Context: an optimization exercise on an open-source flow, tuned for small area, a short achievable clock period and few clock cycles per item. The choices shown serve that exercise and are no tape-out recipe. The RTL was checked by simulation tests, not by an equivalence proof against the original design. Power is estimated from default activity; no workload was simulated.

==> flow/design.v <==
`default_nettype none
package srt_pkg;
    localparam int MAX_ELEMENTS = 64;
    localparam int DATA_W       = 32;
    localparam int COUNT_W      = $clog2(MAX_ELEMENTS + 1);
    typedef logic [DATA_W-1:0]  data_t;
    typedef logic [COUNT_W-1:0] count_t;
    typedef struct packed {
        logic insert;    
        logic shift;     
    } cell_ctrl_t;
endpackage
`default_nettype wire
`default_nettype none
module srt_cell (
    input  wire               aclk,
    input  wire               aresetn,
    input  srt_pkg::cell_ctrl_t ctrl,
    input  srt_pkg::data_t    new_value,
    input  wire               prev_gt,
    input  srt_pkg::data_t    prev_value,
    input  wire               prev_valid,
    input  srt_pkg::data_t    next_value,
    input  wire               next_valid,
    output srt_pkg::data_t    value,
    output logic              valid,
    output logic              gt
);
    srt_pkg::data_t value_reg;
    srt_pkg::data_t value_next;
    logic           valid_reg;
    logic           valid_next;
    assign gt = !valid_reg || ($signed(value_reg) > $signed(new_value));
    always_comb begin
        value_next = value_reg;
        valid_next = valid_reg;
        if (ctrl.shift) begin
            value_next = next_value;
            valid_next = next_valid;
        end else if (ctrl.insert) begin
            if (gt) begin
                value_next = prev_gt ? prev_value : new_value;
            end
            valid_next = valid_reg | prev_valid;
        end
    end
    always_ff @(posedge aclk) begin
        if (!aresetn) begin
            valid_reg <= 1'b0;
        end else begin
            valid_reg <= valid_next;
        end
    end
    always_ff @(posedge aclk) begin
        value_reg <= value_next;
    end
    assign value = value_reg;
    assign valid = valid_reg;
endmodule
`default_nettype wire
`default_nettype none
module srt_chain (
    input  wire                 aclk,
    input  wire                 aresetn,
    input  srt_pkg::cell_ctrl_t ctrl,
    input  srt_pkg::data_t      new_value,
    output srt_pkg::data_t      head_value,
    output logic                head_valid,
    output logic                second_valid
);
    srt_pkg::data_t value [srt_pkg::MAX_ELEMENTS];
    logic           valid [srt_pkg::MAX_ELEMENTS];
    logic           gt    [srt_pkg::MAX_ELEMENTS];
    genvar i;
    generate
        for (i = 0; i < srt_pkg::MAX_ELEMENTS; i++) begin : g_cell
            logic           p_gt;
            srt_pkg::data_t p_value;
            logic           p_valid;
            srt_pkg::data_t n_value;
            logic           n_valid;
            if (i == 0) begin : g_head
                assign p_gt    = 1'b0;
                assign p_value = '0;
                assign p_valid = 1'b1;
            end else begin : g_body
                assign p_gt    = gt[i-1];
                assign p_value = value[i-1];
                assign p_valid = valid[i-1];
            end
            if (i == srt_pkg::MAX_ELEMENTS - 1) begin : g_tail
                assign n_value = '0;
                assign n_valid = 1'b0;
            end else begin : g_inner
                assign n_value = value[i+1];
                assign n_valid = valid[i+1];
            end
            srt_cell u_cell (
                .aclk       (aclk),
                .aresetn    (aresetn),
                .ctrl       (ctrl),
                .new_value  (new_value),
                .prev_gt    (p_gt),
                .prev_value (p_value),
                .prev_valid (p_valid),
                .next_value (n_value),
                .next_valid (n_valid),
                .value      (value[i]),
                .valid      (valid[i]),
                .gt         (gt[i])
            );
        end
    endgenerate
    assign head_value   = value[0];
    assign head_valid   = valid[0];
    assign second_valid = valid[1];
endmodule
`default_nettype wire
`default_nettype none
module sort_engine_ascending (
    input  wire         aclk,
    input  wire         aresetn,
    input  wire         s_tvalid,
    output logic        s_tready,
    input  wire  [31:0] s_tdata,    
    input  wire         s_tlast,
    output logic        m_tvalid,
    input  wire         m_tready,
    output logic [31:0] m_tdata,    
    output logic        m_tlast
);
    logic                drain_reg;
    logic                drain_next;
    srt_pkg::count_t     count_reg;
    srt_pkg::count_t     count_next;
    srt_pkg::cell_ctrl_t ctrl;
    srt_pkg::data_t      head_value;
    logic                head_valid;
    logic                second_valid;
    logic                closing;
    assign s_tready    = !drain_reg;
    assign ctrl.insert = s_tvalid && s_tready;
    assign ctrl.shift  = m_tvalid && m_tready;
    assign closing = s_tlast ||
                     (count_reg == srt_pkg::COUNT_W'(srt_pkg::MAX_ELEMENTS - 1));
    always_comb begin
        drain_next = drain_reg;
        count_next = count_reg;
        if (ctrl.insert) begin
            if (closing) begin
                drain_next = 1'b1;
                count_next = '0;
            end else begin
                count_next = count_reg + srt_pkg::COUNT_W'(1);
            end
        end else if (ctrl.shift && m_tlast) begin
            drain_next = 1'b0;
        end
    end
    always_ff @(posedge aclk) begin
        if (!aresetn) begin
            drain_reg <= 1'b0;
            count_reg <= '0;
        end else begin
            drain_reg <= drain_next;
            count_reg <= count_next;
        end
    end
    srt_chain u_chain (
        .aclk         (aclk),
        .aresetn      (aresetn),
        .ctrl         (ctrl),
        .new_value    (s_tdata),
        .head_value   (head_value),
        .head_valid   (head_valid),
        .second_valid (second_valid)
    );
    assign m_tvalid = drain_reg && head_valid;
    assign m_tdata  = head_value;
    assign m_tlast  = !second_valid;
endmodule
`default_nettype wire
==> flow/run.sh <==
#!/bin/bash
# synth_recipe.tcl (not shown) runs the flow's synth.tcl, then flattens the netlist and writes it again
# the make line also repeats each setting of config.mk as NAME=value (left out here)
make -C /OpenROAD-flow-scripts/flow DESIGN_CONFIG=/design/flow/config.mk WORK_HOME=/design/flow/orfs CLKGATE_MAP_FILE= SYNTH_SCRIPT=/design/flow/synth_recipe.tcl finish
==> flow/config.mk <==
export PLATFORM = sky130hd
export DESIGN_NAME = sort_engine_ascending
export DESIGN_NICKNAME = sort_engine_ascending
export VERILOG_FILES = /design/flow/design.v
export SDC_FILE = /design/flow/constraint.sdc
export NUM_CORES = 4
export LEC_CHECK = 0
export CAP_MARGIN = 20
export CORE_MARGIN = 2
export CORE_UTILIZATION = 22
export PLACE_DENSITY = 0.35
export SLEW_MARGIN = 20
==> flow/constraint.sdc <==
create_clock -name core_clock -period 7.0 [get_ports {aclk}]
set_input_delay 1.4000 -clock core_clock [delete_from_list [all_inputs] [get_ports {aclk}]]
set_output_delay 1.4000 -clock core_clock [all_outputs]
set_load 0.01 [all_outputs]
==> flow_summary.ini <==
[placement]
gp_congestion = 0.8323
dpl.hpwl_mm = 523.0
numPortBuffers = 71
placed_cell_area_sq_mm = 0.1614

[floorplanning]
start_util_pct = 22.10
boundaryPins = 72
row_count = 301
die_width_um = 826.1
core_sq_mm = 0.6726
die_h_um = 826.1
dieArea_sq_mm = 0.6824

[drt]
routed_via_density = 5.268
detail_route.first_pass.iterations = 5
drt_iter0_markers = 11447
vias = 127474
drc_errors = 0
wirelength_mm = 734.7
antenna_left = 0
wl_per_cell_um = 30.36

[worst_hold_path]
hold_path_class = reg2reg

[critical_path]
critical-path-slowest-cell = nor4_1
crit_family = simple AND/OR/NAND/NOR gates
worstPathCellList = buf_4 -> inv_6 -> buf_12 -> ha_1 -> nand4_1 -> nor4_1 -> nand3_1 -> or3_1 -> nand4b_1 -> o2111ai_4 -> buf_4 -> nand3_1 -> o211ai_1
crit_path_start_kind = input port
crit_buf_inv = 4
critPathKind = in2reg
crit_required_ns = 7.67
crit_path_max_incr_delay_ns = 0.86
cp_max_fo = 42
worstPathArrival_ns = 5.67
cp-end-kind = register

[cts]
clockRootBuffer = clkbuf_16
clk-insertion-delay-late_ns = 1.01
clockBufferDepth = 4
cts_tree = yes
clock_sinks = 2120
h-tree-depth = 5
hold_buffers = 0
cts_setup_buffers = 0
post_cts_resized = 0
path_clk_slew_ns = 0.06
cts_buffers = 293

[grt]
grt_pass1_wl_mm = 1024
antenna_found_initial = 36
grt_usage_pct = 20.71
globalRouteOverflowTotal = 0
grt_pass1_vias = 126698
grt_max_degree = 168

[sta]
hold_viol_final = 0
rsz0062_at_grt = false
tightest_slew_ns = 1.171
setup-tns-final_ns = 0
max_freq_mhz = 199.8
period_needed_ns = 5.005
slew_violations = 0
fin_skew_ns = 0.06199
slew_headroom_pct = 21.94
setup_viol = 0
period_share_pct = 71.50
holdWs_ns = 0.4446

[cells_and_area]
nNetsFinal = 17093
syn2layout_area_growth_pct = 14.69
drive_above_1_share_pct = 6.826
final_util_pct = 25.35
largest_reg_flops = 2048
nFillCells = 72448
design_area_sq_mm = 0.1705

[synth]
yosys_warnings = 6
async_flop_share_pct = 0
synth_edf_count = 2016
ys_seq_area_share_pct = 42.12
syn_area_sq_mm = 0.1487
syn_nets = 17401
synthCells = 15315
ys.flop_type = edfxtp_1
ys_ff_latch = 2120
avgSynthCellArea_sq_um = 9.707
ys_types = 82

[run_status]
outcome = no timing/DRC/antenna violations

[pwr]
ir_worst_vdd_mv = 0.1943
power_leakage_nw = 62.85
p_per_area_mw_per_mm2 = 243.0
power.total_w = 0.04144

[run]
cap_violations = 0
==> Yosys cell counts (19+ instances only) <==
library cell  instances  area (sq um)
o21ai_0             558          2793
nor3_1              123         615.6
a221oi_1             46         402.9
a211oi_1             73         548.0
buf_1               167         626.9
a221o_1              35         350.3
nand4_1             466          2915
a2111oi_0            31         271.5
clkbuf_1            861          3232
nand2_1            2412          9054
buf_4                29         217.7
o21a_1               26         195.2
o211ai_1           1616         12130
a32o_1               30         300.3
nor2b_1             102         638.1
and4_1               19         166.4
a311o_1              32         320.3
a21o_1              157          1179
nor2_1              412          1546
mux2i_1             416          4164
and3_1               37         231.5
o221ai_1             51         446.7
or3_1                33         206.5
inv_1               172         645.6
dfxtp_1             104          2082
nand3_1            1721          8613
ha_1               2049         25640
edfxtp_1           2016         60540
o31ai_1              21         157.7
o21ai_1              37         185.2
a21oi_1            1086          5435
or4_1                24         180.2
buf_2                71         355.3
o31a_1               35         306.5
nor4_1               53         331.6
==> path summary, 6_finish.rpt <==
path,startpoint,endpoint,slack [ns],depth (start not counted)
worst min-delay path,count_reg[6],count_reg[6],0.44,2
worst min register to register,count_reg[6],count_reg[6],0.44,2
worst max-delay path,s_tdata[23],u_chain.g_cell[17].u_cell.value_reg[29],1.99,13
worst max register to register,u_chain.g_cell[16].u_cell.value_reg[31],u_chain.g_cell[17].u_cell.value_reg[29],2.76,10
==> tightest hold or removal path: cells and delay by family (launching register included) <==
kind            cells  cell delay, ns
compound gates      1            0.03
flops               1            0.31
simple gates        1            0.05
==> through the flow <==
| step | setup WS (ns) | instances |
|---|---|---|
| floorplan | -0.1192 | 15315 |
| global route | 1.922 | 24183 |
| detailed placement | 1.009 | 23650 |
| CTS | 2.087 | 24173 |
| global placement | 0.9199 | 23650 |
| finish | 1.995 | 24197 |
==> final cells by class <==
class / count / area, sq um / area share [%]
antenna: 24 / 60.06 / 0.03522
sequential: 2120 / 62620 / 36.73
inverter: 172 / 800.8 / 0.4697
timing repair buffer: 535 / 5107 / 2.996
tap: 8938 / 11180 / 6.559
multi-input combinational: 11885 / 81640 / 47.88
clock buffer: 414 / 8207 / 4.813
clock inverter: 109 / 882.1 / 0.5174
==> routing by layer <==
| layer | GRT usage [%] | routed length (um) | up-vias |
|---|---|---|---|
| li1 | - | - | 58803 |
| met5 | 0 | 0 | - |
| met4 | 6.155 | 23990 | 0 |
| met1 | 29.11 | 345100 | 64632 |
| met2 | 33.57 | 335300 | 3276 |
| met3 | 2.056 | 30300 | 763 |
==> cell families (layout without fill, tap and decap cells) <==
family,count (synthesis),after routing,synth area share [%]
compound gates,3969,3969,17.61
xor+xnor,3,3,0.01768
fa+ha+maj,2049,2049,17.24
buf+inv,1310,1230,3.499
flops,2120,2120,42.12
mux,416,416,2.801
other cells,0,24,0
simple gates,5448,5448,16.70
==> placed cells by master, fill, tap and decap left out, drive strengths merged, types with 37 or more instances in the layout <==
cell	synthesis	routed
nor2b	102	102
clkbuf	861	414
and3	37	37
inv	172	180
a21o	157	157
nor2	412	412
clkinv	0	89
clkdlybuf4s50	0	38
dfxtp	104	104
o221ai	51	51
o211ai	1617	1617
edfxtp	2016	2016
nor3	124	124
nand2	2412	2412
ha	2049	2049
a211oi	73	73
o21ai	595	595
a221oi	46	46
nand4	466	466
buf	277	497
nand3	1721	1721
a21oi	1088	1088
mux2i	416	416
nor4	54	54
==> power breakdown <==
part / total, W / switching [W] / internal (W)
logic: 0.00848 / 0.00544 / 0.00305
clock network: 0.0151 / 0.00656 / 0.00853
registers: 0.0179 / 0.00193 / 0.0159
Testbench counts, summed over its fixed seeds: cycles 27,394, items 13,697.

-- port drivers added, routing unchanged --
The results above use ideal ports. As a check the final layout listed here was re-extracted and re-timed, cells and wires unchanged. Step 1 assumes that a clkbuf_16 drives the clock port and a buf_2 every other input. Step 2 moves the port delays by t, midway between the first and last clock arrival at a register: inputs arrive t later, outputs are due t later. That takes back most of the time a late clock gives input paths. Three values: ideal, step 1, step 2; two values: the first two.
t (ns): 1.107
setup WS [ns]: 1.995 / 2.098 / 0.991
hold WS [ns]: 0.445 / 0.445 / 0.445
worst setup path at the end: input to register
slew at the worst register clock pin (ns): 0.07 / 0.07
After both steps this run still meets setup and hold. The setup slack of this run moves by +0.103 ns with the drivers and by -1.004 ns with both steps.
